What follows belongs to an exercise in optimizing a design on an open flow for a short achievable clock period and few clock cycles; a production flow would make more cautious choices.
RTL that was checked went through simulation tests only; none was proved equivalent to the original.
For run 4, only the layout was checked, not whether the RTL still works.
Power and IR drop assume default switching activity.

==> design.v <==
`default_nettype none
package isa_pkg;
    typedef enum logic [6:0] {
        OP     = 7'b0110011,    
        OP_IMM = 7'b0010011,    
        LOAD   = 7'b0000011,    
        STORE  = 7'b0100011,    
        BRANCH = 7'b1100011     
    } opcode_e;
    typedef enum logic [2:0] {ADD, SUB, AND, OR, XOR} alu_op_e;
    typedef enum logic [2:0] {NONE, EQ, NE, LT, GE} br_kind_e;    
    typedef struct packed {
        logic [6:0]            funct7;
        logic [5-1:0] rs2;
        logic [5-1:0] rs1;
        logic [2:0]            funct3;
        logic [5-1:0] rd;
        opcode_e               opcode;
    } r_fmt_t;
    typedef struct packed {
        logic [11:0]           imm;
        logic [5-1:0] rs1;
        logic [2:0]            funct3;
        logic [5-1:0] rd;
        opcode_e               opcode;
    } i_fmt_t;
    typedef struct packed {
        logic [6:0]            imm_hi;    
        logic [5-1:0] rs2;
        logic [5-1:0] rs1;
        logic [2:0]            funct3;
        logic [4:0]            imm_lo;    
        opcode_e               opcode;
    } s_fmt_t;
    typedef struct packed {
        logic                  imm12;
        logic [5:0]            imm10_5;
        logic [5-1:0] rs2;
        logic [5-1:0] rs1;
        logic [2:0]            funct3;
        logic [3:0]            imm4_1;
        logic                  imm11;
        opcode_e               opcode;
    } b_fmt_t;
    typedef union packed {
        r_fmt_t r;
        i_fmt_t i;
        s_fmt_t s;
        b_fmt_t b;
    } inst_u;
endpackage
`default_nettype wire
`default_nettype none
package pipe_pkg;
    typedef struct packed {
        logic [32-1:0] pc;
        logic [32-1:0] inst;
        logic                pred;       
    } if_id_t;
    typedef struct packed {
        logic [32-1:0]   pc;
        logic [32-1:0]   rs1_val;    
        logic [32-1:0]   rs2_val;
        logic [32-1:0]   imm;        
        logic [5-1:0] rs1;
        logic [5-1:0] rs2;
        logic [5-1:0] rd;
        logic                  use_rs2;
        logic                  alu_src;    
        logic [2:0]            alu_op;     
        logic [2:0]            br_kind;    
        logic                  mem_read;
        logic                  mem_write;
        logic                  reg_write;
        logic                  pred;
    } id_ex_t;
    typedef struct packed {
        logic [32-1:0]   alu_res;       
        logic [32-1:0]   store_data;
        logic [5-1:0] rd;
        logic                  mem_read;
        logic                  mem_write;
        logic                  reg_write;
    } ex_mem_t;
    typedef struct packed {
        logic [32-1:0]   wb_data;
        logic [5-1:0] rd;
        logic                  reg_write;
    } mem_wb_t;
    typedef struct packed {
        logic [5-1:0] rd;
        logic                  reg_write;
        logic [32-1:0]   value;
    } fwd_t;
    typedef struct packed {
        logic                cyc;
        logic                stb;
        logic                we;
        logic [32-1:0] adr;
        logic [32-1:0] dat;
    } wb_m2s_t;
    typedef struct packed {
        logic                ack;
        logic [32-1:0] dat;
    } wb_s2m_t;
endpackage
`default_nettype wire
`default_nettype none
`timescale 1ns/1ps
module fetch_stage (
    input  logic                   clk,
    input  logic                   reset_b,
    input  logic                   freeze,        
    input  logic                   load_stall,
    input  logic                   redirect,      
    input  logic [32-1:0]    target,
    output logic [10-1:0] imem_addr,
    input  logic [32-1:0]    imem_data,     
    output pipe_pkg::if_id_t       if_id
);
    logic [32-1:0] pc;
    assign imem_addr = pc[10+1:2];    
    logic       f_pred;
    logic [2:0] f_f3;
    assign f_f3   = imem_data[14:12];
    assign f_pred = imem_data[6:0] == 7'b1100011 &&
                    (f_f3 == 3'b000 || f_f3 == 3'b001 || f_f3 == 3'b100 || f_f3 == 3'b101) &&
                    ((imem_data[19:15] == imem_data[24:20]) ? (f_f3 == 3'b000 || f_f3 == 3'b101)
                                                            : (imem_data[31] || f_f3[0]));
    always_ff @(posedge clk or negedge reset_b) begin
        if (!reset_b) begin
            pc <= '0;
        end else if (redirect) begin
            pc <= target;
        end else if (!load_stall && !freeze) begin
            pc <= f_pred ? pc + {{19{imem_data[31]}}, imem_data[31], imem_data[7],
                                 imem_data[30:25], imem_data[11:8], 1'b0}
                         : pc + 32'd4;
        end
    end
    always_ff @(posedge clk or negedge reset_b) begin
        if (!reset_b) begin
            if_id.pc   <= '0;
            if_id.inst <= 32'h0000_0013;
            if_id.pred <= 1'b0;
        end else if (!freeze) begin
            if (redirect) begin
                if_id.pc   <= '0;    
                if_id.inst <= 32'h0000_0013;
                if_id.pred <= 1'b0;
            end else if (!load_stall) begin
                if_id.pc   <= pc;
                if_id.inst <= imem_data;
                if_id.pred <= f_pred;
            end
        end
    end
endmodule
`default_nettype wire
`default_nettype none
`timescale 1ns/1ps
module decode_stage (
    input  logic             clk,
    input  logic             reset_b,
    input  logic             freeze,
    input  logic             redirect,      
    input  pipe_pkg::if_id_t if_id,
    input  pipe_pkg::fwd_t   wb_fwd,        
    output logic             load_stall,
    output pipe_pkg::id_ex_t id_ex
);
    isa_pkg::inst_u          inst;
    isa_pkg::opcode_e        opcode;
    logic                    is_op, is_imm, is_load, is_store, is_branch;
    logic                    use_rs2;
    isa_pkg::alu_op_e        alu_op;
    isa_pkg::br_kind_e       br_kind;
    logic [32-1:0]     imm;
    logic [5-1:0]   rs1, rs2, rd;
    logic [32-1:0]     rs1_val, rs2_val;
    logic [32-1:0]     regs [1:31];    
    pipe_pkg::id_ex_t        id_d;
    assign inst   = if_id.inst;
    assign opcode = inst.r.opcode;
    assign rs1    = inst.r.rs1;
    assign rs2    = inst.r.rs2;
    assign rd     = inst.r.rd;
    assign is_op     = (opcode == isa_pkg::OP);
    assign is_imm    = (opcode == isa_pkg::OP_IMM);
    assign is_load   = (opcode == isa_pkg::LOAD);
    assign is_store  = (opcode == isa_pkg::STORE);
    assign is_branch = (opcode == isa_pkg::BRANCH);
    assign use_rs2   = is_op | is_store | is_branch;
    always_comb begin
        alu_op = isa_pkg::ADD;    
        if (is_op || is_imm) begin
            case (inst.r.funct3)
                3'b000:  alu_op = (is_op && inst.r.funct7[5]) ? isa_pkg::SUB : isa_pkg::ADD;
                3'b100:  alu_op = isa_pkg::XOR;
                3'b110:  alu_op = isa_pkg::OR;
                3'b111:  alu_op = isa_pkg::AND;
                default: alu_op = isa_pkg::ADD;
            endcase
        end
    end
    always_comb begin
        br_kind = isa_pkg::NONE;
        if (is_branch) begin
            case (inst.b.funct3)
                3'b000:  br_kind = isa_pkg::EQ;
                3'b001:  br_kind = isa_pkg::NE;
                3'b100:  br_kind = isa_pkg::LT;
                3'b101:  br_kind = isa_pkg::GE;
                default: br_kind = isa_pkg::NONE;
            endcase
        end
    end
    always_comb begin
        if (is_branch) begin
            imm = {{19{inst.b.imm12}}, inst.b.imm12, inst.b.imm11,
                   inst.b.imm10_5, inst.b.imm4_1, 1'b0};
        end else if (is_store) begin
            imm = {{20{inst.s.imm_hi[6]}}, inst.s.imm_hi, inst.s.imm_lo};
        end else begin
            imm = {{20{inst.i.imm[11]}}, inst.i.imm};
        end
    end
    always_ff @(posedge clk) begin
        if (wb_fwd.reg_write && wb_fwd.rd != '0) begin
            regs[wb_fwd.rd] <= wb_fwd.value;
        end
    end
    assign rs1_val = (rs1 == '0) ? '0 :
                     (wb_fwd.reg_write && wb_fwd.rd == rs1) ? wb_fwd.value : regs[rs1];
    assign rs2_val = (rs2 == '0) ? '0 :
                     (wb_fwd.reg_write && wb_fwd.rd == rs2) ? wb_fwd.value : regs[rs2];
    assign load_stall = id_ex.mem_read && id_ex.rd != '0 &&
                        (id_ex.rd == rs1 || (use_rs2 && id_ex.rd == rs2));
    always_comb begin
        id_d           = '0;
        id_d.pc        = if_id.pc;
        id_d.rs1_val   = rs1_val;
        id_d.rs2_val   = rs2_val;
        id_d.imm       = imm;
        id_d.rs1       = rs1;
        id_d.rs2       = rs2;
        id_d.rd        = rd;
        id_d.use_rs2   = use_rs2;
        id_d.alu_src   = is_imm | is_load | is_store;
        id_d.alu_op    = alu_op;
        id_d.br_kind   = br_kind;
        id_d.mem_read  = is_load;
        id_d.mem_write = is_store;
        id_d.reg_write = is_op | is_imm | is_load;    
        id_d.pred      = if_id.pred;
    end
    always_ff @(posedge clk or negedge reset_b) begin
        if (!reset_b) begin
            id_ex <= '0;
        end else if (!freeze) begin
            id_ex <= (redirect || load_stall) ? '0 : id_d;    
        end
    end
endmodule
`default_nettype wire
`default_nettype none
`timescale 1ns/1ps
module execute_stage (
    input  logic                clk,
    input  logic                reset_b,
    input  logic                freeze,
    input  pipe_pkg::id_ex_t    id_ex,
    input  pipe_pkg::fwd_t      mem_fwd,     
    input  pipe_pkg::fwd_t      wb_fwd,      
    output logic                redirect,
    output logic [32-1:0] target,
    output pipe_pkg::ex_mem_t   ex_mem
);
    logic [32-1:0] op_a, rs2_fwd, op_b;
    logic [32-1:0] alu_res;
    logic                eq, lt, taken;
    function automatic logic [32-1:0] pick(
        input logic [5-1:0] rs,
        input logic [32-1:0]   rf_val,
        input logic [5-1:0] near_rd,
        input logic                  near_we,
        input logic [32-1:0]   near_value,
        input logic [5-1:0] far_rd,
        input logic                  far_we,
        input logic [32-1:0]   far_value
    );
        if (rs == '0) begin
            pick = rf_val;
        end else if (near_we && near_rd == rs) begin
            pick = near_value;
        end else if (far_we && far_rd == rs) begin
            pick = far_value;
        end else begin
            pick = rf_val;
        end
    endfunction
    assign op_a    = pick(id_ex.rs1, id_ex.rs1_val,
                      mem_fwd.rd, mem_fwd.reg_write, mem_fwd.value,
                      wb_fwd.rd, wb_fwd.reg_write, wb_fwd.value);
    assign rs2_fwd = pick(id_ex.use_rs2 ? id_ex.rs2 : '0, id_ex.rs2_val,
                      mem_fwd.rd, mem_fwd.reg_write, mem_fwd.value,
                      wb_fwd.rd, wb_fwd.reg_write, wb_fwd.value);
    assign op_b    = id_ex.alu_src ? id_ex.imm : rs2_fwd;
    always_comb begin
        case (id_ex.alu_op)
            isa_pkg::SUB: alu_res = op_a - op_b;
            isa_pkg::AND: alu_res = op_a & op_b;
            isa_pkg::OR:  alu_res = op_a | op_b;
            isa_pkg::XOR: alu_res = op_a ^ op_b;
            default:      alu_res = op_a + op_b;
        endcase
    end
    assign eq = (op_a == rs2_fwd);
    assign lt = ($signed(op_a) < $signed(rs2_fwd));
    always_comb begin
        case (id_ex.br_kind)
            isa_pkg::EQ: taken = eq;
            isa_pkg::NE: taken = !eq;
            isa_pkg::LT: taken = lt;
            isa_pkg::GE: taken = !lt;
            default:     taken = 1'b0;
        endcase
    end
    assign target   = id_ex.pred ? id_ex.pc + 32'd4 : id_ex.pc + id_ex.imm;
    assign redirect = (taken != id_ex.pred) && !freeze;    
    always_ff @(posedge clk or negedge reset_b) begin
        if (!reset_b) begin
            ex_mem <= '0;
        end else if (!freeze) begin
            ex_mem.alu_res    <= alu_res;
            ex_mem.store_data <= rs2_fwd;
            ex_mem.rd         <= id_ex.rd;
            ex_mem.mem_read   <= id_ex.mem_read;
            ex_mem.mem_write  <= id_ex.mem_write;
            ex_mem.reg_write  <= id_ex.reg_write;    
        end
    end
endmodule
`default_nettype wire
`default_nettype none
`timescale 1ns/1ps
module mem_wb_stage (
    input  logic              clk,
    input  logic              reset_b,
    input  pipe_pkg::ex_mem_t ex_mem,
    output pipe_pkg::wb_m2s_t wb_m,
    input  pipe_pkg::wb_s2m_t wb_s,
    output logic              freeze,     
    output pipe_pkg::fwd_t    mem_fwd,
    output pipe_pkg::fwd_t    wb_fwd
);
    logic              req;
    pipe_pkg::mem_wb_t wb_r;
    assign req      = ex_mem.mem_read | ex_mem.mem_write;
    assign wb_m.cyc = req;
    assign wb_m.stb = req;
    assign wb_m.we  = ex_mem.mem_write;
    assign wb_m.adr = ex_mem.alu_res;
    assign wb_m.dat = ex_mem.store_data;
    assign freeze = wb_m.stb && !wb_s.ack;
    assign mem_fwd.rd        = ex_mem.rd;
    assign mem_fwd.reg_write = ex_mem.reg_write && !ex_mem.mem_read;
    assign mem_fwd.value     = ex_mem.alu_res;
    always_ff @(posedge clk or negedge reset_b) begin
        if (!reset_b) begin
            wb_r <= '0;
        end else if (!freeze) begin
            wb_r.wb_data   <= ex_mem.mem_read ? wb_s.dat : ex_mem.alu_res;
            wb_r.rd        <= ex_mem.rd;
            wb_r.reg_write <= ex_mem.reg_write;
        end
    end
    assign wb_fwd.rd        = wb_r.rd;
    assign wb_fwd.reg_write = wb_r.reg_write;
    assign wb_fwd.value     = wb_r.wb_data;
endmodule
`default_nettype wire
`default_nettype none
`timescale 1ns/1ps
module rv_pipe_top (
    input  logic                   clk,
    input  logic                   reset_b,
    output logic [10-1:0] imem_addr,
    input  logic [32-1:0]    imem_data,
    output pipe_pkg::wb_m2s_t      wb_m,
    input  pipe_pkg::wb_s2m_t      wb_s
);
    pipe_pkg::if_id_t    if_id;
    pipe_pkg::id_ex_t    id_ex;
    pipe_pkg::ex_mem_t   ex_mem;
    pipe_pkg::fwd_t      mem_fwd;
    pipe_pkg::fwd_t      wb_fwd;
    logic                freeze;
    logic                load_stall;
    logic                redirect;
    logic [32-1:0] target;
    fetch_stage u_fetch (
        .clk        (clk),
        .reset_b    (reset_b),
        .freeze     (freeze),
        .load_stall (load_stall),
        .redirect   (redirect),
        .target     (target),
        .imem_addr  (imem_addr),
        .imem_data  (imem_data),
        .if_id      (if_id)
    );
    decode_stage u_decode (
        .clk        (clk),
        .reset_b    (reset_b),
        .freeze     (freeze),
        .redirect   (redirect),
        .if_id      (if_id),
        .wb_fwd     (wb_fwd),
        .load_stall (load_stall),
        .id_ex      (id_ex)
    );
    execute_stage u_execute (
        .clk      (clk),
        .reset_b  (reset_b),
        .freeze   (freeze),
        .id_ex    (id_ex),
        .mem_fwd  (mem_fwd),
        .wb_fwd   (wb_fwd),
        .redirect (redirect),
        .target   (target),
        .ex_mem   (ex_mem)
    );
    mem_wb_stage u_mem_wb (
        .clk     (clk),
        .reset_b (reset_b),
        .ex_mem  (ex_mem),
        .wb_m    (wb_m),
        .wb_s    (wb_s),
        .freeze  (freeze),
        .mem_fwd (mem_fwd),
        .wb_fwd  (wb_fwd)
    );
endmodule
`default_nettype wire
`default_nettype none
`timescale 1ns/1ps
module rv_pipe (
    input  logic                   clk,
    input  logic                   reset_b,
    output logic [10-1:0] imem_addr,
    input  logic [32-1:0]    imem_data,
    output logic                   wb_cyc_o,
    output logic                   wb_stb_o,
    output logic                   wb_we_o,
    output logic [32-1:0]    wb_adr_o,
    output logic [32-1:0]    wb_dat_o,
    input  logic                   wb_ack_i,
    input  logic [32-1:0]    wb_dat_i
);
    pipe_pkg::wb_m2s_t wb_m;
    pipe_pkg::wb_s2m_t wb_s;
    assign wb_s.ack = wb_ack_i;
    assign wb_s.dat = wb_dat_i;
    assign wb_cyc_o = wb_m.cyc;
    assign wb_stb_o = wb_m.stb;
    assign wb_we_o  = wb_m.we;
    assign wb_adr_o = wb_m.adr;
    assign wb_dat_o = wb_m.dat;
    rv_pipe_top u_core (
        .clk       (clk),
        .reset_b   (reset_b),
        .imem_addr (imem_addr),
        .imem_data (imem_data),
        .wb_m      (wb_m),
        .wb_s      (wb_s)
    );
endmodule
`default_nettype wire
==> run.sh <==
#!/bin/bash
# synth_recipe.tcl (not shown) runs the flow's synth.tcl, then flattens the netlist and writes it again
# the make line also repeats each setting of config.mk as NAME=value (left out here)
make -C /OpenROAD-flow-scripts/flow DESIGN_CONFIG=/design/flow/config.mk WORK_HOME=/design/flow/orfs CLKGATE_MAP_FILE= SYNTH_SCRIPT=/design/flow/synth_recipe.tcl finish
==> config.mk <==
export PLATFORM = sky130hd
export DESIGN_NAME = rv_pipe
export DESIGN_NICKNAME = rv_pipe
export VERILOG_FILES = /design/flow/design.v
export SDC_FILE = /design/flow/constraint.sdc
export NUM_CORES = 4
export LEC_CHECK = 0
export CAP_MARGIN = 20
export CORE_MARGIN = 2
export CORE_UTILIZATION = 45
export SLEW_MARGIN = 20
==> constraint.sdc <==
create_clock -name core_clock -period 8.0 [get_ports {clk}]
set_input_delay 1.6000 -clock core_clock [delete_from_list [all_inputs] [get_ports {clk}]]
set_output_delay 1.6000 -clock core_clock [all_outputs]
set_load 0.01 [all_outputs]
==> metrics.md, run 1 <==
| Metric | Value |
|---|---|
| Synthesized flop and latch total | `between 1000 and 1500` |
| Most frequent cell after synthesis | `sky130_fd_sc_hd__edfxtp_1` |
| Total GRT Usage | `0.269` |
| Kind of path behind the tightest hold check | `reg -> reg` |
| Peak per-stage delay on the critical path | `about 0.65 ns` |
| Bufs on Longest Clock Path | `3` |
| Initial Utilization | `0.455` |
| Cell-by-cell listing of the critical path | `nand2_1, a221oi_1, o2111ai_2, and3_1, a221oi_1, a31oi_1, nor3_2, nand3_1, or3_1, nor2_1, nor2_1, xnor2_1, ha_1, inv_1, o21bai_1, a21o_1, a221oi_1, nand2_1, o221a_2, a41o_1, o41ai_1, nand2b_1, mux2i_1, a211oi_1` |
| Most instantiated flip-flop cell in the synthesis netlist | `sky130_fd_sc_hd__edfxtp_1` |
| Routed wirelength normalized by instance count | `roughly 31 um` |
| Ratio of total power to cell area | `about 430 mW/mm^2` |
| Top cells by instance count after synthesis | `992 x sky130_fd_sc_hd__edfxtp_1, 576 x sky130_fd_sc_hd__mux4_2, 325 x sky130_fd_sc_hd__nand2_1, 280 x sky130_fd_sc_hd__dfrtp_1, 263 x sky130_fd_sc_hd__nor2_1` |
| Die footprint | `roughly 0.15 mm^2` |
| DRC errors left | `0` |
| Minimum period implied by the final worst setup slack | `about 7.0 ns` |
| Clock buffers created by TritonCTS | `about 140` |
| Peak supply drop | `478 uV` |
| Worst Clk Skew | `around 0.026 ns` |
| Worst hold margin | `roughly 0.48 ns` |
| Logic gate share of total power | `0.475` |
| Routed Antenna Nets | `0` |
| Critical path data required time | `roughly 8.7 ns` |
| Cells on worst reg2reg path | `24` |
| Clock insertion delay at the later pin of the skew report | `approximately 0.8 ns` |
| Post-CTS setup-driven buffer insertion count | `0` |
| Crit Path Class | `reg -> reg` |
| Async S/R FF share, synth | `0.222` |
| Final slew viol count | `0` |
| Number of enable-type register cells in the synthesized netlist | `about 1000` |
| Cell types with the largest area share after synthesis | `sky130_fd_sc_hd__edfxtp_1 45%, sky130_fd_sc_hd__mux4_2 20%, sky130_fd_sc_hd__dfrtp_1 11%` |
| Place WS | `~1.1 ns` |
| Sw Ratio | `0.396` |
| Wire length of the first global-routing pass | `about 300000 um` |
| Placement Rows | `140` |
| Final Hold Fails | `0` |
| Cell mode on critical path | `sky130_fd_sc_hd__a221oi_1` |
| Final HPWL from detailed placement | `roughly 120000 um` |
| Residual overflow from global routing | `0` |
| Mean post-synth cell area | `between 10 and 15 um^2` |
| Internal | `around 19 mW` |
| Via count of the first global-routing pass | `roughly 41000` |
| Count of pins on the block boundary | `between 100 and 150` |
| Cell taking the most area after synthesis | `sky130_fd_sc_hd__edfxtp_1` |
| Number of warnings reported in the yosys synthesis log | `4` |
| Post-synthesis cell type count | `around 80` |
| Per-cell via count in the routed design | `between 6 and 7` |
| Sequential group share of total power | `0.321` |
| Type of origin of the critical path | `flip-flop` |
| Number of buffers added on ports | `between 100 and 150` |
| Die span in y | `between 300 and 400 um` |
| Post-synth net total | `4726` |
| Max-Cap Viols | `0` |
| Final period utilization | `0.878` |
| Share of final-layout standard cells stronger than drive strength 1 | `0.218` |
| Area growth syn-to-layout | `12.2%` |
| Synthesized area | `0.0664 mm^2` |
| Count of cells along the worst hold path | `2` |
| Clock slew seen by the registers of the worst setup and hold paths | `around 0.060 ns` |
| Arrival time at the worst endpoint | `7.70 ns` |
| Placeable core region | `approximately 0.15 mm^2` |
| Setup-violating endpoint count in the final report | `0` |
| Sequential cell area fraction in the yosys report | `0.555` |
| Share of the synthesized area in the top cell type | `0.448` |
| Post-CTS resize count | `0` |
| Status | `complete, no violations` |
| Final GP Congestion | `approximately 0.95` |
| Pin count of the biggest net entering global routing | `roughly 150` |
| Routed Wire Length | `around 200000 um` |
| Slowest library cell on the worst path | `sky130_fd_sc_hd__dfrtp_1` |
| Total leakage power | `25.6 nW` |
| Max frequency | `142 MHz` |
| Antenna violations before repair | `6` |
| Actual slew at the worst max-slew pin | `between 1 and 1.5 ns` |
| Horiz. Die Dim | `around 390 um` |
| Psw | `approximately 13 mW` |
| Final net count | `around 4700` |
| Worst relative slew slack | `0.225` |
| Clock tree from TritonCTS | `yes` |
| RSZ-0062 raised after global routing | `no` |
| Routed vias | `42400` |
| Layout Cells excl Fill | `between 6000 and 7000` |
| H-tree depth | `4` |
| Cell at the root of the clock tree | `sky130_fd_sc_hd__clkbuf_16` |
| Capturing element type of the critical path | `flip-flop` |
| Final cell utilization of the core | `0.510` |
| Number of DRC markers after the initial detailed-route iteration | `4832` |
| CTS Hold Bufs | `0` |
| Iteration count of the initial detailed-routing pass | `5` |
| Post-placement cell count | `approximately 6300` |
| Clock share of power | `0.204` |
| Number of sinks on the clock net | `roughly 1300` |
| Setup TNS | `0 ns` |
| Setup ws final | `slightly below 1 ns` |
| Gate Count Post-Synth | `roughly 4500` |
| Critical-path maximum fanout | `19` |
==> sequential cells by signal, summed over array words and instances (netlist names) <==
signal,cells
u_core.u_decode.id_ex,116
u_core.u_decode.regs,992
u_core.u_execute.ex_mem,72
u_core.u_fetch.if_id,45
u_core.u_fetch.pc,12
u_core.u_mem_wb.wb_r,38
==> layout by cell type, fill, tap and decap left out, types with 118 or more instances in the layout <==
master,n
sky130_fd_sc_hd__edfxtp_1,992
sky130_fd_sc_hd__mux4_2,576
sky130_fd_sc_hd__nand2_1,325
sky130_fd_sc_hd__dfrtp_1,263
sky130_fd_sc_hd__a21oi_1,251
sky130_fd_sc_hd__nor2_1,229
sky130_fd_sc_hd__mux2i_1,193
sky130_fd_sc_hd__o21ai_0,171
sky130_fd_sc_hd__ha_1,158
sky130_fd_sc_hd__clkbuf_16,145
sky130_fd_sc_hd__clkdlybuf4s50_1,142
sky130_fd_sc_hd__buf_4,120
sky130_fd_sc_hd__inv_1,118
==> logic make-up after synthesis <==
logic type | after synthesis | synth area share
AND/OR/NAND/NOR | 818 | 0.0543
AO/OA/AOI/OAI | 822 | 0.0839
multiplexers | 779 | 0.226
adder cells (fa/ha/maj) | 161 | 0.0307
buffers and inverters | 530 | 0.0350
XOR/XNOR | 113 | 0.0149
flip-flops | 1275 | 0.555
==> worst paths after layout <==
| check | startpoint | end | slack (ns) |
|---|---|---|---|
| worst max-delay path | u_core.u_decode.id_ex[11]$_DFFE_PN0N_ | u_core.u_execute.ex_mem[71]$_DFFE_PN0N_ | 0.98 |
| worst min-delay path | u_core.u_execute.ex_mem[19]$_DFFE_PN0N_ | u_core.u_execute.ex_mem[19]$_DFFE_PN0N_ | 0.48 |
| worst max register to register | u_core.u_decode.id_ex[11]$_DFFE_PN0N_ | u_core.u_execute.ex_mem[71]$_DFFE_PN0N_ | 0.98 |
| worst min register to register | u_core.u_execute.ex_mem[19]$_DFFE_PN0N_ | u_core.u_execute.ex_mem[19]$_DFFE_PN0N_ | 0.48 |
| max in group asynchronous | reset_b | u_core.u_fetch.if_id[18]$_DFFE_PN0P_ | 5.76 |
| min in group asynchronous | reset_b | u_core.u_execute.ex_mem[16]$_DFFE_PN0N_ | 0.81 |
==> per-layer routing <==
layer | vias up | wire length [um] | GRT usage
li1 | 17900 | - | -
met1 | 22100 | 81700 | 0.371
met2 | 2032 | 97400 | 0.432
met3 | 360 | 16400 | 0.0395
met4 | 0 | 7950 | 0.103
met5 | - | 0 | 0
==> per-stage QoR <==
stage	instance area [um^2]	power (mW)
2_1_floorplan	66400	20.4
3_5_place_dp	69900	25.4
6_report	74500	31.9
5_1_grt	74500	33.5
3_3_place_gp	69900	25.3
4_1_cts	74500	31.9
==> worst max-delay path, delay by kind of cell (launching register included) <==
kind / cells / cell delay, ns
AND/OR/NAND/NOR: 9 / 2.09
AO/OA/AOI/OAI: 11 / 3.47
XOR/XNOR: 1 / 0.17
buffers and inverters: 1 / 0.09
multiplexers: 1 / 0.07
adder cells (fa/ha/maj): 1 / 0.36
flip-flops: 1 / 0.65
==> final cells by class <==
cell class	count	area, um^2
Antenna cell	1	2.50
Tap cell	1917	2400
Fill cell	12100	71600
Multi-Input combinational cell	2693	27600
Sequential cell	1275	36900
Timing Repair Buffer	277	2610
Inverter	120	450
Clock inverter	79	816
Clock buffer	172	3750
==> power by group through the flow <==
stage | sequential, mW | clock, mW | combinational, mW
floorplan | 9.68 | 0 | 10.7
global placement | 10.4 | 0 | 14.9
CTS | 10.2 | 6.61 | 15.1
detailed placement | 10.3 | 0 | 15.1
global route | 10.3 | 6.86 | 16.3
finish | 10.2 | 6.52 | 15.2
Testbench counts, summed over its fixed seeds: cycles 86,535.
==> run 2: changes to the inputs <==
--- a/config.mk
+++ b/config.mk
@@ -8,4 +8,5 @@
 export CAP_MARGIN = 20
 export CORE_MARGIN = 2
 export CORE_UTILIZATION = 45
+export SETUP_SLACK_MARGIN = 3.0
 export SLEW_MARGIN = 20
==> run 2 against run 1 <==
Compared with the run above: still clean; sequential share of layout area fell by 1.2 points; combinational power rose by 9%; synthesized cell count did not move; design area rose by 2.6%; largest power group unchanged.
==> metrics.md, run 2 <==
| Metric | Value |
|---|---|
| Share of the synthesized area in the top cell type | `0.448` |
| Worst relative slew slack | `0.277` |
| Startpoint of the most critical hold path | `u_core.u_execute.ex_mem[31]$_DFFE_PN0N_` |
| Top cells by instance count after synthesis | `992 x sky130_fd_sc_hd__edfxtp_1, 576 x sky130_fd_sc_hd__mux4_2, 325 x sky130_fd_sc_hd__nand2_1, 280 x sky130_fd_sc_hd__dfrtp_1, 263 x sky130_fd_sc_hd__nor2_1` |
| Biggest register | `u_core.u_decode.regs` |
| Fillers | `11900` |
| Ratio of total power to cell area | `~440 mW/mm^2` |
| Horiz. Die Dim | `roughly 390 um` |
| Initial Utilization | `0.455` |
| Number of warnings reported in the yosys synthesis log | `4` |
| Bufs on Longest Clock Path | `3` |
| Placed cell areas | `0.0700 mm^2` |
| Routed vias | `42700` |
| Clock tree from TritonCTS | `yes` |
| Crit. Startpoint | `u_core.u_decode.id_ex[18]$_DFFE_PN0N_` |
| Cells on worst reg2reg path | `24` |
| Arrival time at the worst endpoint | `between 6 and 7 ns` |
| Routed Wire Length | `206000 um` |
| Pin count of the biggest net entering global routing | `128` |
| Number of flip-flops under the largest register name | `just under 1000` |
| Final HPWL from detailed placement | `roughly 120000 um` |
| Routed Antenna Nets | `0` |
| Capturing element type of the critical path | `flip-flop` |
| Number of buffers added on ports | `around 140` |
| Final net count | `4820` |
| Mean post-synth cell area | `between 10 and 15 um^2` |
| Post-synth net total | `approximately 4700` |
| Final Hold Fails | `0` |
| Async S/R FF share, synth | `0.222` |
| Final GP Congestion | `about 0.94` |
| Per-cell via count in the routed design | `around 6.4` |
| Gate Count Post-Synth | `between 4000 and 5000` |
| H-tree depth | `4` |
| Status | `complete, no violations` |
| Actual slew at the worst max-slew pin | `approximately 1.1 ns` |
| Final cell utilization of the core | `0.523` |
| Iteration count of the initial detailed-routing pass | `6` |
| Slowest library cell on the worst path | `sky130_fd_sc_hd__o21ai_0` |
| Share of final-layout standard cells stronger than drive strength 1 | `0.263` |
| Total leakage power | `26.3 nW` |
| Sequential cell area fraction in the yosys report | `0.555` |
| Clock insertion delay at the later pin of the skew report | `between 0.7 and 0.8 ns` |
| Routed wirelength normalized by instance count | `roughly 31 um` |
| Number of DRC markers after the initial detailed-route iteration | `5160` |
| Cell-by-cell listing of the critical path | `or2_4, buf_4, o41a_4, a22oi_2, buf_12, buf_16, a221oi_4, buf_4, ha_1, a21o_1, a21o_1, a21o_1, a21o_1, a21oi_1, o21ai_0, nand2b_1, and3_2, a311o_1, a211oi_4, buf_4, mux2i_4, buf_12, bufbuf_16, a21oi_1` |
| Placeable core region | `approximately 0.15 mm^2` |
| Placement Rows | `140` |
| Kind of path behind the tightest hold check | `reg -> reg` |
| Max frequency | `between 150 and 200 MHz` |
| Slack of the worst reg-to-reg path | `2.27 ns` |
| Die span in y | `between 300 and 400 um` |
| Peak per-stage delay on the critical path | `a little under 0.6 ns` |
| Cell class contributing the biggest share of worst-path delay | `compound AO/OA/AOI/OAI gates` |
| Peak supply drop | `293 uV` |
| Type of origin of the critical path | `flip-flop` |
| Crit Path Class | `reg -> reg` |
| Count of cells along the worst hold path | `2` |
| Cell taking the most area after synthesis | `sky130_fd_sc_hd__edfxtp_1` |
| Area occupied by multi-input gates | `0.0286 mm^2` |
| Post-placement cell count | `roughly 6300` |
| Worst hold margin | `0.479 ns` |
| Setup ws final | `2.27 ns` |
| Count of pins on the block boundary | `~140` |
| Critical-path maximum fanout | `27` |
| Cell at the root of the clock tree | `sky130_fd_sc_hd__clkbuf_16` |
| Most instantiated flip-flop cell in the synthesis netlist | `sky130_fd_sc_hd__edfxtp_1` |
| RSZ-0062 raised after global routing | `yes` |
| Via count of the first global-routing pass | `approximately 42000` |
| Capture endpoint of the worst hold path | `u_core.u_execute.ex_mem[31]$_DFFE_PN0N_` |
| Residual overflow from global routing | `0` |
| Area growth syn-to-layout | `15.1%` |
| Cell types with the largest area share after synthesis | `sky130_fd_sc_hd__edfxtp_1 45%, sky130_fd_sc_hd__mux4_2 20%, sky130_fd_sc_hd__dfrtp_1 11%` |
| Minimum period implied by the final worst setup slack | `about 5.7 ns` |
| Startpoint of the worst-slack reg-to-reg timing path | `u_core.u_decode.id_ex[18]$_DFFE_PN0N_` |
| Worst Clk Skew | `0.0240 ns` |
| Setup TNS | `0 ns` |
| Largest registers | `u_core.u_decode.regs (992), u_core.u_decode.id_ex (116), u_core.u_execute.ex_mem (72)` |
| Diode count | `0` |
| Post-Layout Inst Area | `roughly 0.076 mm^2` |
| Layout Cells excl Fill | `roughly 6600` |
| Clock buffers created by TritonCTS | `138` |
| Synthesized flop and latch total | `between 1000 and 1500` |
| Cell mode on critical path | `sky130_fd_sc_hd__a21o_1` |
| Wire length of the first global-routing pass | `slightly below 300000 um` |
| Number of sinks on the clock net | `1275` |
| Final slew viol count | `0` |
| Total power | `about 33 mW` |
| Commonest cells after routing, fill and taps aside | `992 x sky130_fd_sc_hd__edfxtp_1, 576 x sky130_fd_sc_hd__mux4_2, 322 x sky130_fd_sc_hd__nand2_1` |
| Most frequent cell after synthesis | `sky130_fd_sc_hd__edfxtp_1` |
| Clock slew seen by the registers of the worst setup and hold paths | `about 0.06 ns` |
| Total GRT Usage | `0.270` |
| Place WS | `approximately 1.1 ns` |
| Area taken by flip-flops and latches | `about 0.037 mm^2` |
| Leading cell type in the layout, fill and taps excluded | `sky130_fd_sc_hd__edfxtp_1` |
| Antenna violations before repair | `5` |
| Number of enable-type register cells in the synthesized netlist | `between 900 and 1000` |
| Max-Cap Viols | `0` |
| CTS Hold Bufs | `0` |
| Buffers plus inverters on the worst setup path | `7` |
| R2r endpoint | `u_core.u_fetch.if_id[37]$_DFFE_PN0P_` |
| DRC errors left | `0` |
| Post-synthesis cell type count | `slightly above 80` |
| Critical path data required time | `~8.7 ns` |
| Final period utilization | `0.717` |
| Die footprint | `between 0.15 and 0.2 mm^2` |
| Synthesized area | `approximately 0.066 mm^2` |
| Setup-violating endpoint count in the final report | `0` |
run 2: cell count changes in the layout (fill, tap and decap cells not counted), moves of 12 or more:
cell,delta
sky130_fd_sc_hd__a21oi_2,+12
sky130_fd_sc_hd__a221oi_4,+13
sky130_fd_sc_hd__dfrtp_2,+16
sky130_fd_sc_hd__o21ai_0,-18
sky130_fd_sc_hd__buf_4,+66
sky130_fd_sc_hd__a21oi_1,-17
sky130_fd_sc_hd__a221oi_1,-24
sky130_fd_sc_hd__dfrtp_1,-16
run 2: worst min-delay path: cells and delay by family, from the launching register on:
kind | cells | cell delay [ns]
flops | 1 | 0.34
simple gates | 1 | 0.05
compound gates | 1 | 0.06
run 2: what timing repair did:
item / 4_1_cts / 5_1_grt
setup buffers: 69 / 19
endpoints found under the setup margin: 198 / 197
gates resized for setup: 127 / 77
pin swaps: 61 / 54
cloned: 5 / 4
run 2: cells by family (layout without fill, tap and decap cells):
family,after synthesis,after routing,share of synthesized area
adders and majority gates,161,161,0.0307
buffers and inverters,530,734,0.0350
DFF,1275,1275,0.555
xor gates and xnor gates,113,113,0.0149
and+or+nand+nor,818,818,0.0543
muxes,779,779,0.226
AOI/OAI and AO/OA,822,825,0.0839
run 2: final cells by class:
cell class / instances / area share
flip-flops and latches: 1275 / 0.483
multi-input cells: 2696 / 0.375
clock buffers: 193 / 0.0517
repair buffers: 361 / 0.0453
well taps: 1917 / 0.0314
clock inverters: 60 / 0.00776
inverters: 120 / 0.00589
run 2: worst max path at each step:
stage | end | slack [ns] | cells past startpoint
final | u_core.u_fetch.if_id[37]$_DFFE_PN0P_ | 2.27 | 24
after global routing | u_core.u_execute.ex_mem[71]$_DFFE_PN0N_ | 2.14 | 25
after CTS | u_core.u_execute.ex_mem[71]$_DFFE_PN0N_ | 2.32 | 26
after detailed placement | u_core.u_execute.ex_mem[61]$_DFFE_PN0N_ | 1.09 | 22
after global placement | u_core.u_execute.ex_mem[61]$_DFFE_PN0N_ | 1.04 | 22
after floorplan | u_core.u_fetch.pc[10]$_DFFE_PN0P_ | 2.81 | 21
run 2: metal layers:
layer,wire (um),share of wire,up-vias,global-route usage
met1,82800,0.40,22400,0.375
met5,0,0,-,0
met2,97800,0.47,1955,0.430
met3,17400,0.084,363,0.0481
li1,-,-,18000,-
met4,8030,0.039,0,0.0973
run 2: power by group:
| group | internal, mW | leakage [nW] | switching [mW] |
|---|---|---|---|
| sequential | 8.76 | 12.4 | 1.58 |
| clock | 3.70 | 2.22 | 2.71 |
| combinational | 7.63 | 11.7 | 8.95 |
==> run 3: changes to the inputs <==
--- a/config.mk
+++ b/config.mk
@@ -8,5 +8,5 @@
 export CAP_MARGIN = 20
 export CORE_MARGIN = 2
 export CORE_UTILIZATION = 45
-export SETUP_SLACK_MARGIN = 3.0
+export SETUP_SLACK_MARGIN = 2.0
 export SLEW_MARGIN = 20
==> run 3 against run 2 <==
Compared with the run above: non-clock buffer count rose by 2; sequential share of layout area rose by 0.15 points; first-iteration DRC count fell by 3.7%; worst hold slack got worse by 0.0021 ns; setup slack got worse by 0.18 ns.
==> metrics.md, run 3 <==
| Metric | Value |
|---|---|
| Cell class contributing the biggest share of worst-path delay | `simple AND/OR/NAND/NOR gates` |
| Leading cell type in the layout, fill and taps excluded | `sky130_fd_sc_hd__edfxtp_1` |
| Logic gate share of total power | `0.492` |
| Per-cell via count in the routed design | `approximately 6.4` |
| Antenna violations before repair | `7` |
| Ratio of total power to cell area | `about 430 mW/mm^2` |
| Residual overflow from global routing | `0` |
| Final slew viol count | `0` |
| Share of final-layout standard cells stronger than drive strength 1 | `0.253` |
| Peak per-stage delay on the critical path | `0.45 ns` |
| Clock tree from TritonCTS | `yes` |
| Type of origin of the critical path | `flip-flop` |
| Area growth syn-to-layout | `14.7%` |
| Endpoint of the worst setup timing path | `u_core.u_decode.id_ex[98]$_DFFE_PN0N_` |
| Gate Count Post-Synth | `about 4500` |
| Post-Layout Inst Area | `around 0.076 mm^2` |
| Post-synth net total | `around 4700` |
| Biggest register | `u_core.u_decode.regs` |
| H-tree depth | `4` |
| Actual slew at the worst max-slew pin | `between 1 and 1.5 ns` |
| Share of the synthesized area in the top cell type | `0.448` |
| Count of pins on the block boundary | `between 100 and 150` |
| Cell count along the critical path | `25` |
| Sw Ratio | `0.395` |
| Clock share of power | `0.198` |
| Horiz. Die Dim | `just under 400 um` |
| DRC errors left | `0` |
| Die span in y | `about 390 um` |
| Pin count of the biggest net entering global routing | `between 150 and 200` |
| Arrival time at the worst endpoint | `6.56 ns` |
| Final GP Congestion | `roughly 0.95` |
| Top cells by instance count after synthesis | `992 x sky130_fd_sc_hd__edfxtp_1, 576 x sky130_fd_sc_hd__mux4_2, 325 x sky130_fd_sc_hd__nand2_1, 280 x sky130_fd_sc_hd__dfrtp_1, 263 x sky130_fd_sc_hd__nor2_1` |
| Cell types with the largest area share after synthesis | `sky130_fd_sc_hd__edfxtp_1 45%, sky130_fd_sc_hd__mux4_2 20%, sky130_fd_sc_hd__dfrtp_1 11%` |
| Via count of the first global-routing pass | `41600` |
| Clock insertion delay at the later pin of the skew report | `around 0.8 ns` |
| Commonest cells after routing, fill and taps aside | `992 x sky130_fd_sc_hd__edfxtp_1, 576 x sky130_fd_sc_hd__mux4_2, 323 x sky130_fd_sc_hd__nand2_1` |
| Final period utilization | `0.739` |
| Routed Wire Length | `between 200000 and 250000 um` |
| Critical-path maximum fanout | `between 50 and 60` |
| Final net count | `a little under 5000` |
| Number of warnings reported in the yosys synthesis log | `4` |
| Number of sinks on the clock net | `between 1000 and 1500` |
| Wire length of the first global-routing pass | `approximately 300000 um` |
| Synthesized area | `between 0.06 and 0.07 mm^2` |
| Max-Cap Viols | `0` |
| Sequential cell area fraction in the yosys report | `0.555` |
| Synthesized flop and latch total | `about 1300` |
| Internal | `20.0 mW` |
| Final HPWL from detailed placement | `around 120000 um` |
| Buffers plus inverters on the worst setup path | `7` |
| RSZ-0062 raised after global routing | `yes` |
| Kind of path behind the tightest hold check | `reg -> reg` |
| Startpoint of the worst-slack reg-to-reg timing path | `u_core.u_decode.id_ex[19]$_DFFE_PN0N_` |
| R2r endpoint | `u_core.u_decode.id_ex[98]$_DFFE_PN0N_` |
| Number of buffers added on ports | `roughly 140` |
| Fillers | `about 12000` |
| Cells on worst reg2reg path | `25` |
| Placement Rows | `between 100 and 150` |
| Largest registers | `u_core.u_decode.regs (992), u_core.u_decode.id_ex (116), u_core.u_execute.ex_mem (72)` |
| Setup-violating endpoint count in the final report | `0` |
| Clock buffers created by TritonCTS | `between 100 and 150` |
| Placeable core region | `0.146 mm^2` |
| Cell taking the most area after synthesis | `sky130_fd_sc_hd__edfxtp_1` |
| Most frequent cell after synthesis | `sky130_fd_sc_hd__edfxtp_1` |
| Slack of the worst reg-to-reg path | `~2.1 ns` |
| Bufs on Longest Clock Path | `3` |
| Minimum period implied by the final worst setup slack | `between 5 and 6 ns` |
| Cell at the root of the clock tree | `sky130_fd_sc_hd__clkbuf_16` |
| Slowest library cell on the worst path | `sky130_fd_sc_hd__dfrtp_2` |
| Die footprint | `0.151 mm^2` |
| Routed Antenna Nets | `0` |
| Total GRT Usage | `0.270` |
| Most instantiated flip-flop cell in the synthesis netlist | `sky130_fd_sc_hd__edfxtp_1` |
| Routed wirelength normalized by instance count | `roughly 31 um` |
| Setup TNS | `0 ns` |
| Number of enable-type register cells in the synthesized netlist | `roughly 990` |
| Placed cell areas | `around 0.07 mm^2` |
| CTS Hold Bufs | `0` |
| Post-synthesis cell type count | `~80` |
| Capturing element type of the critical path | `flip-flop` |
| Crit Path Class | `reg -> reg` |
| Peak supply drop | `344 uV` |
| Critical path data required time | `between 8 and 9 ns` |
| Final Hold Fails | `0` |
| Crit. Startpoint | `u_core.u_decode.id_ex[19]$_DFFE_PN0N_` |
| Number of DRC markers after the initial detailed-route iteration | `between 4000 and 5000` |
| Initial Utilization | `0.455` |
| Routed vias | `~43000` |
| Iteration count of the initial detailed-routing pass | `6` |
| Clock slew seen by the registers of the worst setup and hold paths | `around 0.060 ns` |
| Worst relative slew slack | `0.255` |
| Worst Clk Skew | `roughly 0.030 ns` |
| Status | `complete, no violations` |
| Mean post-synth cell area | `approximately 15 um^2` |
| Sequential group share of total power | `0.311` |
| Psw | `13.1 mW` |
| Number of flip-flops under the largest register name | `slightly below 1000` |
| Total leakage power | `about 26 nW` |
| Max frequency | `between 150 and 200 MHz` |
| Async S/R FF share, synth | `0.222` |
[run 3: cells by family (layout without fill, tap and decap cells)]
group	after synthesis	after routing	synth area share
flops	1275	1275	0.555
compound gates	822	823	0.0839
simple gates	818	819	0.0543
mux	779	779	0.226
buf+inv	530	734	0.0350
fa+ha+maj	161	161	0.0307
xor+xnor	113	113	0.0149
other cells	0	2	0
[run 3: worst register-to-register path: cells and delay by family, from the launching register on]
family          cells  cell delay (ns)
fa+ha+maj           1             0.29
simple gates        8             1.89
buf+inv             7             1.02
flops               1             0.45
xor+xnor            2             0.25
compound gates      7             1.88
[run 3: worst min path at each step]
stage | startpoint | endpoint | cells past startpoint
after CTS | u_core.u_execute.ex_mem[21]$_DFFE_PN0N_ | u_core.u_execute.ex_mem[21]$_DFFE_PN0N_ | 2
final | u_core.u_execute.ex_mem[21]$_DFFE_PN0N_ | u_core.u_execute.ex_mem[21]$_DFFE_PN0N_ | 2
after global placement | u_core.u_execute.ex_mem[29]$_DFFE_PN0N_ | u_core.u_execute.ex_mem[29]$_DFFE_PN0N_ | 2
after global routing | u_core.u_decode.id_ex[75]$_DFFE_PN0N_ | u_core.u_decode.id_ex[75]$_DFFE_PN0N_ | 1
after floorplan | u_core.u_decode.id_ex[2]$_DFFE_PN0N_ | u_core.u_execute.ex_mem[1]$_DFFE_PN0N_ | 2
after detailed placement | u_core.u_execute.ex_mem[21]$_DFFE_PN0N_ | u_core.u_execute.ex_mem[21]$_DFFE_PN0N_ | 2
[run 3: cell type report]
type / count / area [um^2] / area share
inverters: 120 / 450 / 0.00591
clock inverters: 79 / 816 / 0.0107
clock buffers: 172 / 3750 / 0.0492
diodes: 2 / 5.00 / 0.0000657
flip-flops and latches: 1275 / 36900 / 0.485
multi-input cells: 2695 / 28300 / 0.372
well taps: 1917 / 2400 / 0.0315
repair buffers: 363 / 3520 / 0.0462
[run 3: per-stage QoR]
| step | hold slack [ns] | setup slack [ns] | util | std cells | power (mW) |
|---|---|---|---|---|---|
| final | 0.477 | 2.08 | 0.521 | 6623 | 33.0 |
| after detailed placement | 0.469 | 1.10 | 0.479 | 6282 | 25.4 |
| after floorplan | 0.446 | 2.31 | - | 4498 | 20.4 |
| after global placement | 0.464 | 1.18 | 0.479 | 6280 | 25.3 |
| after global routing | 0.504 | 1.93 | 0.521 | 6621 | 34.6 |
| after CTS | 0.483 | 1.94 | 0.513 | 6548 | 32.2 |
[run 3: layer usage]
layer	track usage	vias up	wire length [um]	part of all wire
li1	-	18000	-	-
met1	0.372	22300	82300	0.40
met2	0.433	1952	99200	0.48
met3	0.0415	392	16600	0.080
met4	0.108	2	8590	0.042
met5	0	-	13	0.000063
[run 3: repair_timing]
item | in CTS | in global routing
setup endpoints to repair | 194 | 181
buffers inserted | 14 | 67
cloned | 1 | 6
resized for setup | 52 | 118
pin swaps | 7 | 50
[run 3: power groups by stage]
stage | sequential (mW) | combinational, mW | clock (mW)
3_3_place_gp | 10.4 | 14.9 | 0
3_5_place_dp | 10.3 | 15.1 | 0
4_1_cts | 10.2 | 15.4 | 6.61
5_1_grt | 10.3 | 17.4 | 6.86
6_report | 10.3 | 16.2 | 6.52
2_1_floorplan | 9.68 | 10.7 | 0
==> run 4: changes to the inputs <==
--- a/design.v
+++ b/design.v
@@ -55,7 +55,6 @@
     typedef struct packed {
         logic [32-1:0] pc;
         logic [32-1:0] inst;
-        logic                pred;       
     } if_id_t;
     typedef struct packed {
         logic [32-1:0]   pc;
@@ -72,7 +71,6 @@
         logic                  mem_read;
         logic                  mem_write;
         logic                  reg_write;
-        logic                  pred;
     } id_ex_t;
     typedef struct packed {
         logic [32-1:0]   alu_res;       
@@ -120,38 +118,26 @@
 );
     logic [32-1:0] pc;
     assign imem_addr = pc[10+1:2];    
-    logic       f_pred;
-    logic [2:0] f_f3;
-    assign f_f3   = imem_data[14:12];
-    assign f_pred = imem_data[6:0] == 7'b1100011 &&
-                    (f_f3 == 3'b000 || f_f3 == 3'b001 || f_f3 == 3'b100 || f_f3 == 3'b101) &&
-                    ((imem_data[19:15] == imem_data[24:20]) ? (f_f3 == 3'b000 || f_f3 == 3'b101)
-                                                            : (imem_data[31] || f_f3[0]));
     always_ff @(posedge clk or negedge reset_b) begin
         if (!reset_b) begin
             pc <= '0;
         end else if (redirect) begin
             pc <= target;
         end else if (!load_stall && !freeze) begin
-            pc <= f_pred ? pc + {{19{imem_data[31]}}, imem_data[31], imem_data[7],
-                                 imem_data[30:25], imem_data[11:8], 1'b0}
-                         : pc + 32'd4;
+            pc <= pc + 32'd4;
         end
     end
     always_ff @(posedge clk or negedge reset_b) begin
         if (!reset_b) begin
             if_id.pc   <= '0;
             if_id.inst <= 32'h0000_0013;
-            if_id.pred <= 1'b0;
         end else if (!freeze) begin
             if (redirect) begin
                 if_id.pc   <= '0;    
                 if_id.inst <= 32'h0000_0013;
-                if_id.pred <= 1'b0;
             end else if (!load_stall) begin
                 if_id.pc   <= pc;
                 if_id.inst <= imem_data;
-                if_id.pred <= f_pred;
             end
         end
     end
@@ -252,7 +238,6 @@
         id_d.mem_read  = is_load;
         id_d.mem_write = is_store;
         id_d.reg_write = is_op | is_imm | is_load;    
-        id_d.pred      = if_id.pred;
     end
     always_ff @(posedge clk or negedge reset_b) begin
         if (!reset_b) begin
@@ -326,8 +311,8 @@
             default:     taken = 1'b0;
         endcase
     end
-    assign target   = id_ex.pred ? id_ex.pc + 32'd4 : id_ex.pc + id_ex.imm;
-    assign redirect = (taken != id_ex.pred) && !freeze;    
+    assign target   = id_ex.pc + id_ex.imm;
+    assign redirect = taken && !freeze;    
     always_ff @(posedge clk or negedge reset_b) begin
         if (!reset_b) begin
             ex_mem <= '0;
--- a/config.mk
+++ b/config.mk
@@ -7,6 +7,5 @@
 export LEC_CHECK = 0
 export CAP_MARGIN = 20
 export CORE_MARGIN = 2
-export CORE_UTILIZATION = 45
-export SETUP_SLACK_MARGIN = 2.0
+export CORE_UTILIZATION = 40
 export SLEW_MARGIN = 20
==> run 4 against run 3 <==
Compared with the run above: first-iteration DRC count is 4.6% higher; die area grew 11%; utilization is 6.8 points lower; critical path type unchanged; still clean on timing, DRC and antenna; count of clock-buffer cells in the layout up 2; routed wire length down 5.2%; non-clock buffer count fell by 102; clock skew about the same.
==> metrics.md, run 4 <==
| Metric | Value |
|---|---|
| Sequential group share of total power | `0.460` |
| Peak per-stage delay on the critical path | `roughly 0.67 ns` |
| Iteration count of the initial detailed-routing pass | `6` |
| Top routing layer used | `met5` |
| Count of pins on the block boundary | `between 100 and 150` |
| Most frequent cell after synthesis | `sky130_fd_sc_hd__edfxtp_1` |
| Top cells by instance count after synthesis | `992 x sky130_fd_sc_hd__edfxtp_1, 576 x sky130_fd_sc_hd__mux4_2, 295 x sky130_fd_sc_hd__nor2_1, 278 x sky130_fd_sc_hd__dfrtp_1, 228 x sky130_fd_sc_hd__mux2i_1` |
| Most instantiated flip-flop cell in the synthesis netlist | `sky130_fd_sc_hd__edfxtp_1` |
| Max frequency | `around 150 MHz` |
| Critical path data required time | `around 8.6 ns` |
| Gate Count Post-Synth | `roughly 4300` |
| Arrival time at the worst endpoint | `7.40 ns` |
| Cell mode on critical path | `sky130_fd_sc_hd__a21o_1` |
| Clock slew seen by the registers of the worst setup and hold paths | `0.06 ns` |
| Biggest register | `u_core.u_decode.regs` |
| Antenna violations before repair | `13` |
| Cell at the root of the clock tree | `sky130_fd_sc_hd__clkbuf_16` |
| Peak supply drop | `275 uV` |
| Buffers plus inverters on the worst setup path | `1` |
| Number of DRC markers after the initial detailed-route iteration | `between 5000 and 6000` |
| Sequential cell area fraction in the yosys report | `0.563` |
| Share of final-layout standard cells stronger than drive strength 1 | `0.227` |
| Status | `complete, no violations` |
| Slowest library cell on the worst path | `sky130_fd_sc_hd__dfrtp_1` |
| Clock share of power | `0.338` |
| Final HPWL from detailed placement | `around 120000 um` |
| Cell types with the largest area share after synthesis | `sky130_fd_sc_hd__edfxtp_1 46%, sky130_fd_sc_hd__mux4_2 20%, sky130_fd_sc_hd__dfrtp_1 11%` |
| Worst relative slew slack | `0.256` |
| Worst Clk Skew | `approximately 0.03 ns` |
| Crit Path Class | `reg -> reg` |
| Number of sinks on the clock net | `1273` |
| Number of enable-type register cells in the synthesized netlist | `992` |
| Pin count of the biggest net entering global routing | `just under 200` |
| Number of flip-flops under the largest register name | `992` |
| H-tree depth | `4` |
| Routed Wire Length | `196000 um` |
| Per-cell via count in the routed design | `6.14` |
| Wire length on met3 | `about 17000 um` |
| Mean post-synth cell area | `around 15 um^2` |
| Synthesized flop and latch total | `roughly 1300` |
| Capturing element type of the critical path | `flip-flop` |
| Final slew viol count | `0` |
| Psw | `5.79 mW` |
| Total routed wire length on the met1 layer | `a little over 80000 um` |
| Setup TNS | `0 ns` |
| Type of origin of the critical path | `flip-flop` |
| Routed wirelength normalized by instance count | `between 20 and 30 um` |
| Total leakage power | `25.9 nW` |
| Post-synthesis share of cell area spent on xor and xnor gates | `0.0146` |
| Actual slew at the worst max-slew pin | `between 1 and 1.5 ns` |
| Ratio of total power to cell area | `264 mW/mm^2` |
| Area fraction in and, or, nand and nor cells after synthesis | `0.0474` |
| Leading cell type in the layout, fill and taps excluded | `sky130_fd_sc_hd__edfxtp_1` |
| Synthesized area | `0.0654 mm^2` |
| Proportion of synthesized area in mux cells | `0.234` |
| Post-synth net total | `roughly 4500` |
| Clock buffers created by TritonCTS | `~140` |
| Bufs on Longest Clock Path | `3` |
| Number of buffers added on ports | `between 100 and 150` |
| Horiz. Die Dim | `about 410 um` |
| Residual overflow from global routing | `0` |
| CTS Hold Bufs | `0` |
| Post-synthesis cell type count | `between 90 and 100` |
| Kind of path behind the tightest hold check | `reg -> reg` |
| Wire length of the first global-routing pass | `around 280000 um` |
| Logic gate share of total power | `0.202` |
| Sw Ratio | `0.298` |
| Final Hold Fails | `0` |
| Internal | `around 14 mW` |
| DRC errors left | `0` |
| Initial Utilization | `0.402` |
| Post-CTS setup-driven buffer insertion count | `0` |
| Post-CTS resize count | `0` |
| Total GRT Usage | `0.233` |
| Clock insertion delay at the later pin of the skew report | `0.78 ns` |
| Fillers | `between 10000 and 15000` |
| Main combinational cell family by area after synthesis | `multiplexers` |
| Max-Cap Viols | `0` |
| RSZ-0062 raised after global routing | `no` |
| Setup-violating endpoint count in the final report | `0` |
| Total power | `between 15 and 20 mW` |
| Async S/R FF share, synth | `0.221` |
| Minimum period implied by the final worst setup slack | `between 6 and 7 ns` |
| Via count of the first global-routing pass | `roughly 40000` |
| Placement Rows | `approximately 150` |
| Clock tree from TritonCTS | `yes` |
| Die span in y | `408 um` |
| Cell taking the most area after synthesis | `sky130_fd_sc_hd__edfxtp_1` |
| Adder and majority cell fraction of the synthesized area | `0.0288` |
| Share of the synthesized area in the top cell type | `0.456` |
| Cell class contributing the biggest share of worst-path delay | `compound AO/OA/AOI/OAI gates` |
| Final period utilization | `0.848` |
| Largest registers | `u_core.u_decode.regs (992), u_core.u_decode.id_ex (115), u_core.u_execute.ex_mem (72)` |
| Routed vias | `approximately 40000` |
| Final net count | `approximately 4500` |
| Number of warnings reported in the yosys synthesis log | `4` |
| Critical-path maximum fanout | `17` |
| Die footprint | `0.167 mm^2` |
| Compound-cell area share of the yosys netlist | `0.0791` |
| Met2 wirelength from detailed routing | `between 90000 and 100000 um` |
| Placeable core region | `0.163 mm^2` |
| Final GP Congestion | `0.921` |
| Routed Antenna Nets | `0` |
| Commonest cells after routing, fill and taps aside | `992 x sky130_fd_sc_hd__edfxtp_1, 576 x sky130_fd_sc_hd__mux4_2, 263 x sky130_fd_sc_hd__nor2_1` |
| Area growth syn-to-layout | `12.8%` |
run 4: logic make-up (layout without fill, tap and decap cells):
kind of cell / count (synthesis) / in the layout
other: 0 / 1
adder cells (fa/ha/maj): 149 / 149
multiplexers: 807 / 807
flip-flops: 1273 / 1273
buffers and inverters: 485 / 617
AND/OR/NAND/NOR: 690 / 690
AO/OA/AOI/OAI: 748 / 748
XOR/XNOR: 109 / 109
run 4: cell type report:
cell class / count / area, um^2 / share of cell area
Multi-Input combinational cell: 2503 / 26700 / 0.362
Timing Repair Buffer: 261 / 2450 / 0.0332
Clock buffer: 174 / 3680 / 0.0499
Tap cell: 2175 / 2720 / 0.0369
Sequential cell: 1273 / 36900 / 0.500
Antenna cell: 1 / 2.50 / 0.0000339
Inverter: 107 / 402 / 0.00545
Clock inverter: 75 / 938 / 0.0127
run 4: metal layers:
layer  vias to the layer above  GRT usage
met5                         -          0
met2                      1879      0.371
met1                     21100      0.325
met3                       348     0.0459
li1                      17000          -
met4                         2     0.0719
run 4: power groups by stage:
stage               Sequential (mW)  Combinational (mW)  Clock, mW
floorplan                      9.03                2.22          0
global placement               9.05                3.83          0
detailed placement             9.05                3.89          0
CTS                            8.92                3.91       6.68
global route                   8.97                4.23       6.94
finish                         8.94                3.93       6.58
run 4: through the flow:
step | cells | util | hold WS (ns) | area [um^2] | setup slack [ns]
after floorplan | 4261 | - | 0.446 | 65400 | 2.43
after global placement | 6319 | 0.425 | 0.461 | 69100 | 1.33
after detailed placement | 6319 | 0.425 | 0.470 | 69100 | 1.29
after CTS | 6568 | 0.454 | 0.483 | 73700 | 1.27
after global routing | 6568 | 0.454 | 0.501 | 73700 | 0.438
final | 6569 | 0.454 | 0.479 | 73700 | 1.22
run 4: worst paths after layout:
path                                                               from                                       to  slack, ns  cells after the start
worst max-delay path              u_core.u_decode.id_ex[10]$_DFFE_PN0N_  u_core.u_execute.ex_mem[67]$_DFFE_PN0N_       1.22                     26
worst min register to register  u_core.u_execute.ex_mem[20]$_DFFE_PN0N_  u_core.u_execute.ex_mem[20]$_DFFE_PN0N_       0.48                      2
max in group asynchronous                                       reset_b     u_core.u_mem_wb.wb_r[37]$_DFFE_PN0N_       5.74                      2
worst min-delay path            u_core.u_execute.ex_mem[20]$_DFFE_PN0N_  u_core.u_execute.ex_mem[20]$_DFFE_PN0N_       0.48                      2
worst max register to register    u_core.u_decode.id_ex[10]$_DFFE_PN0N_  u_core.u_execute.ex_mem[67]$_DFFE_PN0N_       1.22                     26
min in group asynchronous                                       reset_b         u_core.u_fetch.pc[4]$_DFFE_PN0P_       0.84                      1
run 4: worst reg2reg max path, stage by stage (launching register included):
cell and delay (ns):
sky130_fd_sc_hd__dfrtp_1 0.67, sky130_fd_sc_hd__o21ai_0 0.23, sky130_fd_sc_hd__a22oi_1 0.24, sky130_fd_sc_hd__nand2_1 0.19
sky130_fd_sc_hd__nand3_2 0.37, sky130_fd_sc_hd__nand2_2 0.37, sky130_fd_sc_hd__o221ai_1 0.39, sky130_fd_sc_hd__inv_1 0.12
sky130_fd_sc_hd__a21boi_0 0.36, sky130_fd_sc_hd__ha_1 0.30, sky130_fd_sc_hd__and4_4 0.27, sky130_fd_sc_hd__nand4_4 0.16
sky130_fd_sc_hd__o21ai_1 0.20, sky130_fd_sc_hd__xnor2_1 0.10, sky130_fd_sc_hd__ha_1 0.39, sky130_fd_sc_hd__a21o_1 0.22
sky130_fd_sc_hd__a21o_1 0.18, sky130_fd_sc_hd__a21o_1 0.18, sky130_fd_sc_hd__a21o_1 0.17, sky130_fd_sc_hd__a21o_1 0.17
sky130_fd_sc_hd__a21o_1 0.17, sky130_fd_sc_hd__a21oi_1 0.17, sky130_fd_sc_hd__o21ai_0 0.16, sky130_fd_sc_hd__a21boi_0 0.36
sky130_fd_sc_hd__xnor2_1 0.11, sky130_fd_sc_hd__a221oi_1 0.27, sky130_fd_sc_hd__a21oi_1 0.10

-- afterwards: timing with drivers on the ports --
How much do the figures lean on ideal ports? The routed layouts below were timed once more, with nothing changed but the port constraints.
Step 1, drivers: a clkbuf_16 drives clk and a buf_2 each remaining input, both assumed.
Step 2, shift: input delay + t, output delay - t, t = (earliest + latest rising clock arrival at the registers) / 2. This alone moves slack from input paths to output paths.
Three values: ideal, step 1, step 2; two values: the first two.
run | t, ns | setup WS [ns] | clock arrival spread, ns | worst register clock-pin slew, ns | pins driven straight from the clock port
run 1 | 0.855 | 0.978 / 0.978 / 0.978 | 0.026 / 0.027 | 0.06 / 0.06 | 1
run 2 | 0.866 | 2.267 / 2.267 / 2.267 | 0.030 / 0.030 | 0.07 / 0.07 | 1
run 3 | 0.857 | 2.084 / 2.084 / 2.084 | 0.031 / 0.030 | 0.07 / 0.07 | 1
run 4 | 0.844 | 1.219 / 1.219 / 1.219 | 0.034 / 0.034 | 0.07 / 0.07 | 1
After both steps every run listed still meets setup and hold.
